This is an optimization exercise on Yosys and OpenROAD, whose aim is small area, not a production implementation. No activity file was given, so power comes from the tool's default toggle rates.

==> v4 <==
==> flow/design.v <==
module imem_loader #(
  parameter int N = 32
) (
  input  logic         clk,
  input  logic         reset,
  input  logic         start,
  input  logic [6:0]   count,
  input  logic         byte_valid,
  input  logic [7:0]   byte_data,
  output logic         byte_ready,
  output logic         busy,
  output logic         done,
  output logic         err,
  input  logic [5:0]   addr,
  output logic [N-1:0] q
);
  logic [N-1:0]    r_ring [16][4];
  logic [1:0]      r_ph;           
  logic [N-1:0]    r_pend;         
  logic [5:0]      r_paddr;        
  logic            r_pv;           
  logic            r_busy;         
  logic            r_chk;          
  logic            r_done;
  logic            r_err;
  logic [6:0]      r_rem;          
  logic [5:0]      r_wptr;
  logic [1:0]      r_bidx;
  logic [23:0]     r_asm;
  logic [7:0]      r_sum;
  logic            w_xfer;
  logic            w_we;
  logic            w_ins;
  logic [N-1:0]    w_word;
  assign w_xfer = r_busy && !r_chk && byte_valid;
  assign w_we   = reset && w_xfer && (r_bidx == 2'd3);
  assign w_word = {byte_data, r_asm};
  assign w_ins  = r_pv && (r_paddr[1:0] == r_ph);
  always_ff @(posedge clk) begin
    r_ph <= r_ph + 2'd1;
    for (int g = 0; g < 16; g++) begin
      for (int j = 0; j < 3; j++) r_ring[g][j] <= r_ring[g][j+1];
      r_ring[g][3] <= (w_ins && r_paddr[5:2] == 4'(g)) ? r_pend : r_ring[g][0];
    end
  end
  always_ff @(posedge clk) begin
    if (w_we) begin
      r_pend  <= w_word;
      r_paddr <= r_wptr;
      r_pv    <= 1'b1;
    end else if (w_ins) begin
      r_pv    <= 1'b0;
    end
  end
  always_ff @(posedge clk) begin
    if (!reset) begin
      r_busy <= 1'b0;
      r_chk  <= 1'b0;
      r_done <= 1'b0;
      r_err  <= 1'b0;
    end else begin
      r_done <= 1'b0;
      r_err  <= 1'b0;
      if (!r_busy && !r_done) begin
        if (start) begin
          r_busy <= 1'b1;
          r_chk  <= 1'b0;
        end
      end else if (r_busy && r_chk) begin
        if (byte_valid) begin
          r_err  <= (byte_data != r_sum);
          r_busy <= 1'b0;
          r_done <= 1'b1;
        end
      end else if (w_we && r_rem == 7'd0) begin
        r_chk <= 1'b1;
      end
    end
  end
  always_ff @(posedge clk) begin
    if (!r_busy) begin
      r_rem  <= (count == 7'd0) ? 7'd63 : count - 7'd1;
      r_wptr <= 6'd0;
      r_bidx <= 2'd0;
      r_sum  <= 8'd0;
    end else if (w_xfer) begin
      r_sum  <= r_sum + byte_data;
      r_bidx <= r_bidx + 2'd1;
      if (r_bidx == 2'd3) begin
        r_wptr <= r_wptr + 6'd1;
        r_rem  <= r_rem - 7'd1;
      end else begin
        r_asm <= {byte_data, r_asm[23:8]};
      end
    end
  end
  assign byte_ready = r_busy;
  assign busy       = r_busy;
  assign done       = r_done;
  assign err        = r_err;
  logic [3:0] w_g;
  logic [1:0] w_pos;
  assign w_g   = addr[5:2];
  assign w_pos = addr[1:0] - r_ph;
  assign q = (r_pv && r_paddr == addr) ? r_pend : r_ring[w_g][w_pos];
endmodule
==> flow/run.sh <==
#!/bin/bash
# synth_recipe.tcl (not shown) runs the flow's synth.tcl, then flattens the netlist and writes it again
# the make line also repeats each setting of config.mk as NAME=value (left out here)
make -C /OpenROAD-flow-scripts/flow DESIGN_CONFIG=/design/flow/config.mk WORK_HOME=/design/flow/orfs CLKGATE_MAP_FILE= SYNTH_SCRIPT=/design/flow/synth_recipe.tcl finish
==> flow/config.mk <==
export PLATFORM = sky130hd
export DESIGN_NAME = imem_loader
export DESIGN_NICKNAME = imem_loader
export VERILOG_FILES = /design/flow/design.v
export SDC_FILE = /design/flow/constraint.sdc
export NUM_CORES = 4
export LEC_CHECK = 0
export CAP_MARGIN = 20
export CORE_MARGIN = 2
export CORE_UTILIZATION = 50
export SLEW_MARGIN = 20
==> flow/constraint.sdc <==
create_clock -name core_clock -period 10.0 [get_ports {clk}]
set_input_delay 2.0000 -clock core_clock [delete_from_list [all_inputs] [get_ports {clk}]]
set_output_delay 2.0000 -clock core_clock [all_outputs]
set_load 0.01 [all_outputs]
==> inputs of v22, as changes to v4 <==
==> flow/design.v, changed modules only <==
module imem_loader #(
  parameter int N = 32
) (
  input  logic         clk,
  input  logic         reset,
  input  logic         start,
  input  logic [6:0]   count,
  input  logic         byte_valid,
  input  logic [7:0]   byte_data,
  output logic         byte_ready,
  output logic         busy,
  output logic         done,
  output logic         err,
  input  logic [5:0]   addr,
  output logic [N-1:0] q
);
  logic [N-1:0]    r_ring [16][4];
  logic [1:0]      r_ph;           
  logic [N-1:0]    r_pend;         
  logic [5:0]      r_paddr;        
  logic            r_pv;           
  logic            r_busy;         
  logic            r_chk;          
  logic            r_done;
  logic            r_err;
  logic [6:0]      r_rem;          
  logic [5:0]      r_wptr;
  logic [1:0]      r_bidx;
  logic [23:0]     r_asm;
  logic [7:0]      r_sum;
  logic            w_xfer;
  logic            w_we;
  logic            w_ins;
  logic [N-1:0]    w_word;
  assign w_xfer = r_busy && !r_chk && byte_valid;
  assign w_we   = reset && w_xfer && (r_bidx == 2'd3);
  assign w_word = {byte_data, r_asm};
  assign w_ins  = r_pv && (r_paddr[1:0] == r_ph);
  always_ff @(posedge clk) begin
    r_ph <= r_ph + 2'd1;
    for (int g = 0; g < 16; g++) begin
      for (int j = 0; j < 3; j++) r_ring[g][j] <= r_ring[g][j+1];
      r_ring[g][3] <= (w_ins && r_paddr[5:2] == 4'(g)) ? r_pend : r_ring[g][0];
    end
  end
  always_ff @(posedge clk) begin
    if (w_we) begin
      r_pend  <= w_word;
      r_paddr <= r_wptr;
      r_pv    <= 1'b1;
    end else if (w_ins) begin
      r_pv    <= 1'b0;
    end
  end
  always_ff @(posedge clk) begin
    if (!reset) begin
      r_busy <= 1'b0;
      r_chk  <= 1'b0;
      r_done <= 1'b0;
      r_err  <= 1'b0;
    end else begin
      r_done <= 1'b0;
      r_err  <= 1'b0;
      if (!r_busy && !r_done) begin
        if (start) begin
          r_busy <= 1'b1;
          r_chk  <= 1'b0;
        end
      end else if (r_busy && r_chk) begin
        if (byte_valid) begin
          r_err  <= (byte_data != r_sum);
          r_busy <= 1'b0;
          r_done <= 1'b1;
        end
      end else if (w_we && r_rem == 7'd0) begin
        r_chk <= 1'b1;
      end
    end
  end
  always_ff @(posedge clk) begin
    if (!r_busy) begin
      r_rem  <= (count == 7'd0) ? 7'd63 : count - 7'd1;
      r_wptr <= 6'd0;
      r_bidx <= 2'd0;
      r_sum  <= 8'd0;
    end else if (w_xfer) begin
      r_sum  <= r_sum + byte_data;
      r_bidx <= r_bidx + 2'd1;
      if (r_bidx == 2'd3) begin
        r_wptr <= r_wptr + 6'd1;
        r_rem  <= r_rem - 7'd1;
      end else begin
        r_asm <= {byte_data, r_asm[23:8]};
      end
    end
  end
  assign byte_ready = r_busy;
  assign busy       = r_busy;
  assign done       = r_done;
  assign err        = r_err;
  logic [1:0]  w_pos;
  logic        w_hit;
  logic [65:0] w_sel;
  assign w_pos = addr[1:0] - r_ph;
  assign w_hit = r_pv && (r_paddr == addr);
  always_comb begin
    for (int i = 0; i < 64; i++)
      w_sel[i] = !w_hit && ({addr[5:2], w_pos} == 6'(i));
    w_sel[64] = w_hit;
    w_sel[65] = 1'b0;
  end
  for (genvar b = 0; b < N; b++) begin : g_rd
    logic [65:0] w_d;
    always_comb begin
      for (int i = 0; i < 16; i++)
        for (int j = 0; j < 4; j++) w_d[4*i+j] = r_ring[i][j][b];
      w_d[64] = r_pend[b];
      w_d[65] = 1'b0;
    end
    il_rdbit u_rd (.s(w_sel), .d(w_d), .q(q[b]));
  end
endmodule
module il_rdbit (
  input  logic [65:0] s,
  input  logic [65:0] d,
  output logic        q
);
  logic [21:0] t;
  logic [5:0]  u;
  logic [2:0]  v;
  for (genvar i = 0; i < 22; i++) begin : g_a
    il_aoi222 u_a (.a1(s[3*i]), .a2(d[3*i]), .b1(s[3*i+1]), .b2(d[3*i+1]),
                   .c1(s[3*i+2]), .c2(d[3*i+2]), .y(t[i]));
  end
  il_nand4 u_n0 (.a(t[0]),  .b(t[1]),  .c(t[2]),  .d(t[3]),  .y(u[0]));
  il_nand4 u_n1 (.a(t[4]),  .b(t[5]),  .c(t[6]),  .d(t[7]),  .y(u[1]));
  il_nand4 u_n2 (.a(t[8]),  .b(t[9]),  .c(t[10]), .d(t[11]), .y(u[2]));
  il_nand4 u_n3 (.a(t[12]), .b(t[13]), .c(t[14]), .d(t[15]), .y(u[3]));
  il_nand3 u_n4 (.a(t[16]), .b(t[17]), .c(t[18]), .y(u[4]));
  il_nand3 u_n5 (.a(t[19]), .b(t[20]), .c(t[21]), .y(u[5]));
  il_nor2  u_o0 (.a(u[0]), .b(u[1]), .y(v[0]));
  il_nor2  u_o1 (.a(u[2]), .b(u[3]), .y(v[1]));
  il_nor2  u_o2 (.a(u[4]), .b(u[5]), .y(v[2]));
  il_nand3 u_f  (.a(v[0]), .b(v[1]), .c(v[2]), .y(q));
endmodule
module il_aoi222 (input logic a1, a2, b1, b2, c1, c2, output logic y);
  assign y = ~((a1 & a2) | (b1 & b2) | (c1 & c2));
endmodule
module il_nand4 (input logic a, b, c, d, output logic y);
  assign y = ~(a & b & c & d);
endmodule
module il_nand3 (input logic a, b, c, output logic y);
  assign y = ~(a & b & c);
endmodule
module il_nor2 (input logic a, b, output logic y);
  assign y = ~(a | b);
endmodule
--- a/flow/config.mk
+++ b/flow/config.mk
@@ -8,4 +8,7 @@
 export CAP_MARGIN = 20
 export CORE_MARGIN = 2
 export CORE_UTILIZATION = 50
+export CTS_BUF_LIST = sky130_fd_sc_hd__clkbuf_2 sky130_fd_sc_hd__clkbuf_4 sky130_fd_sc_hd__clkbuf_8
+export CTS_CLUSTER_SIZE = 20
 export SLEW_MARGIN = 20
+export SYNTH_HIERARCHICAL = 1
==> inputs of v9, as changes to v4 <==
==> flow/design.v, changed modules only <==
module imem_loader #(
  parameter int N = 32
) (
  input  logic         clk,
  input  logic         reset,
  input  logic         start,
  input  logic [6:0]   count,
  input  logic         byte_valid,
  input  logic [7:0]   byte_data,
  output logic         byte_ready,
  output logic         busy,
  output logic         done,
  output logic         err,
  input  logic [5:0]   addr,
  output logic [N-1:0] q
);
  logic [N-1:0]    r_ring [16][4];
  logic [1:0]      r_ph;           
  logic [N-1:0]    r_pend;         
  logic [5:0]      r_paddr;        
  logic            r_pv;           
  logic            r_busy;         
  logic            r_chk;          
  logic            r_done;
  logic            r_err;
  logic [6:0]      r_rem;          
  logic [5:0]      r_wptr;
  logic [1:0]      r_bidx;
  logic [23:0]     r_asm;
  logic [7:0]      r_sum;
  logic            w_xfer;
  logic            w_we;
  logic            w_ins;
  logic [N-1:0]    w_word;
  assign w_xfer = r_busy && !r_chk && byte_valid;
  assign w_we   = reset && w_xfer && (r_bidx == 2'd3);
  assign w_word = {byte_data, r_asm};
  assign w_ins  = r_pv && (r_paddr[1:0] == r_ph);
  always_ff @(posedge clk) begin
    r_ph <= r_ph + 2'd1;
    for (int g = 0; g < 16; g++) begin
      for (int j = 0; j < 3; j++) r_ring[g][j] <= r_ring[g][j+1];
      r_ring[g][3] <= (w_ins && r_paddr[5:2] == 4'(g)) ? r_pend : r_ring[g][0];
    end
  end
  always_ff @(posedge clk) begin
    if (w_we) begin
      r_pend  <= w_word;
      r_paddr <= r_wptr;
      r_pv    <= 1'b1;
    end else if (w_ins) begin
      r_pv    <= 1'b0;
    end
  end
  always_ff @(posedge clk) begin
    if (!reset) begin
      r_busy <= 1'b0;
      r_chk  <= 1'b0;
      r_done <= 1'b0;
      r_err  <= 1'b0;
    end else begin
      r_done <= 1'b0;
      r_err  <= 1'b0;
      if (!r_busy && !r_done) begin
        if (start) begin
          r_busy <= 1'b1;
          r_chk  <= 1'b0;
        end
      end else if (r_busy && r_chk) begin
        if (byte_valid) begin
          r_err  <= (byte_data != r_sum);
          r_busy <= 1'b0;
          r_done <= 1'b1;
        end
      end else if (w_we && r_rem == 7'd0) begin
        r_chk <= 1'b1;
      end
    end
  end
  always_ff @(posedge clk) begin
    if (!r_busy) begin
      r_rem  <= (count == 7'd0) ? 7'd63 : count - 7'd1;
      r_wptr <= 6'd0;
      r_bidx <= 2'd0;
      r_sum  <= 8'd0;
    end else if (w_xfer) begin
      r_sum  <= r_sum + byte_data;
      r_bidx <= r_bidx + 2'd1;
      if (r_bidx == 2'd3) begin
        r_wptr <= r_wptr + 6'd1;
        r_rem  <= r_rem - 7'd1;
      end else begin
        r_asm <= {byte_data, r_asm[23:8]};
      end
    end
  end
  assign byte_ready = r_busy;
  assign busy       = r_busy;
  assign done       = r_done;
  assign err        = r_err;
  logic [1:0]  w_pos;
  logic        w_hit;
  logic [65:0] w_sel;
  assign w_pos = addr[1:0] - r_ph;
  assign w_hit = r_pv && (r_paddr == addr);
  always_comb begin
    for (int i = 0; i < 64; i++)
      w_sel[i] = !w_hit && ({addr[5:2], w_pos} == 6'(i));
    w_sel[64] = w_hit;
    w_sel[65] = 1'b0;
  end
  for (genvar b = 0; b < N; b++) begin : g_rd
    logic [65:0] w_d;
    always_comb begin
      for (int i = 0; i < 16; i++)
        for (int j = 0; j < 4; j++) w_d[4*i+j] = r_ring[i][j][b];
      w_d[64] = r_pend[b];
      w_d[65] = 1'b0;
    end
    il_rdbit u_rd (.s(w_sel), .d(w_d), .q(q[b]));
  end
endmodule
module il_rdbit (
  input  logic [65:0] s,
  input  logic [65:0] d,
  output logic        q
);
  logic [21:0] t;
  logic [5:0]  u;
  logic [2:0]  v;
  for (genvar i = 0; i < 22; i++) begin : g_a
    il_aoi222 u_a (.a1(s[3*i]), .a2(d[3*i]), .b1(s[3*i+1]), .b2(d[3*i+1]),
                   .c1(s[3*i+2]), .c2(d[3*i+2]), .y(t[i]));
  end
  il_nand4 u_n0 (.a(t[0]),  .b(t[1]),  .c(t[2]),  .d(t[3]),  .y(u[0]));
  il_nand4 u_n1 (.a(t[4]),  .b(t[5]),  .c(t[6]),  .d(t[7]),  .y(u[1]));
  il_nand4 u_n2 (.a(t[8]),  .b(t[9]),  .c(t[10]), .d(t[11]), .y(u[2]));
  il_nand4 u_n3 (.a(t[12]), .b(t[13]), .c(t[14]), .d(t[15]), .y(u[3]));
  il_nand3 u_n4 (.a(t[16]), .b(t[17]), .c(t[18]), .y(u[4]));
  il_nand3 u_n5 (.a(t[19]), .b(t[20]), .c(t[21]), .y(u[5]));
  il_nor2  u_o0 (.a(u[0]), .b(u[1]), .y(v[0]));
  il_nor2  u_o1 (.a(u[2]), .b(u[3]), .y(v[1]));
  il_nor2  u_o2 (.a(u[4]), .b(u[5]), .y(v[2]));
  il_nand3 u_f  (.a(v[0]), .b(v[1]), .c(v[2]), .y(q));
endmodule
module il_aoi222 (input logic a1, a2, b1, b2, c1, c2, output logic y);
  assign y = ~((a1 & a2) | (b1 & b2) | (c1 & c2));
endmodule
module il_nand4 (input logic a, b, c, d, output logic y);
  assign y = ~(a & b & c & d);
endmodule
module il_nand3 (input logic a, b, c, output logic y);
  assign y = ~(a & b & c);
endmodule
module il_nor2 (input logic a, b, output logic y);
  assign y = ~(a | b);
endmodule
--- a/flow/config.mk
+++ b/flow/config.mk
@@ -8,4 +8,8 @@
 export CAP_MARGIN = 20
 export CORE_MARGIN = 2
 export CORE_UTILIZATION = 50
+export CTS_BUF_LIST = sky130_fd_sc_hd__clkbuf_8
+export CTS_CLUSTER_DIAMETER = 50
+export CTS_CLUSTER_SIZE = 14
 export SLEW_MARGIN = 20
+export SYNTH_HIERARCHICAL = 1
==> comparison <==
Via count: v9 < v22 < v4. Against v9, the maximum frequency of v4 is smaller by about 2.6%. Against v4, the utilization of v9 is lower by 1.7 points. In v9 the count of clock-buffer cells in the layout is lower than in v22, by 339. Against v4, the area after synthesis of v22 is smaller by 9.5%.
==> figures <==
Dpl cell area: v4 69600 sq um; v9 64200 sq um; v22 64200 sq um
Number of antenna violations at the first check in global routing: v4 11; v9 10; v22 9
Final HPWL DP: v4 146000 um; v9 103000 um; v22 103000 um
Vias in the first global route: v4 47096; v9 37970; v22 39798
Std-Cell Core Area: v4 132000 sq um; v9 120000 sq um; v22 120000 sq um
Fraction of layout instances using a drive strength above 1: v4 0.206; v9 0.162; v22 0.224
Post-Synth Simple-Gate Area: v4 0.0573; v9 0.0427; v22 0.0427
Outcome: v4 timing/DRC/antenna clean; v9 timing/DRC/antenna clean; v22 timing/DRC/antenna clean
Net switching power: v4 3760 uW; v9 2850 uW; v22 3360 uW
Worst-margin pin slew: v4 1.26 ns; v9 1.07 ns; v22 1.08 ns
Maximum clock insertion buffer count: v4 3; v9 3; v22 4
IR drop worst, VDD: v4 0.000195 V; v9 0.000142 V; v22 0.000144 V
No functional check of the RTL was part of any run of this note.

-- afterwards: timing with drivers on the ports --
In the flow no input, the clock included, has a driving cell. The finished layouts below were timed again as built, in two steps.
Step 1 (the two cells are an assumption about what drives the block):
set clk [get_ports {clk}]
set_driving_cell -lib_cell sky130_fd_sc_hd__clkbuf_16 $clk
set_driving_cell -lib_cell sky130_fd_sc_hd__buf_2 [delete_from_list [all_inputs] $clk]
Step 2 also shifts input and output timing later by t, the mid clock arrival at the registers, as if the neighbouring blocks saw the same clock.
Three values: no drivers, after step 1, after step 2; two values: the first two.
run | t (ns) | setup WS [ns] | worst setup path after step 2 | pins driven straight from the clock port
v4 | 0.909 | 0.769 / 0.747 / 0.747 | input to output | 1
v22 | 1.033 | 0.977 / 0.955 / 0.955 | input to output | 1
v9 | 0.956 | 1.008 / 0.986 / 0.986 | input to output | 1
After both steps setup and hold are still met in every run listed.
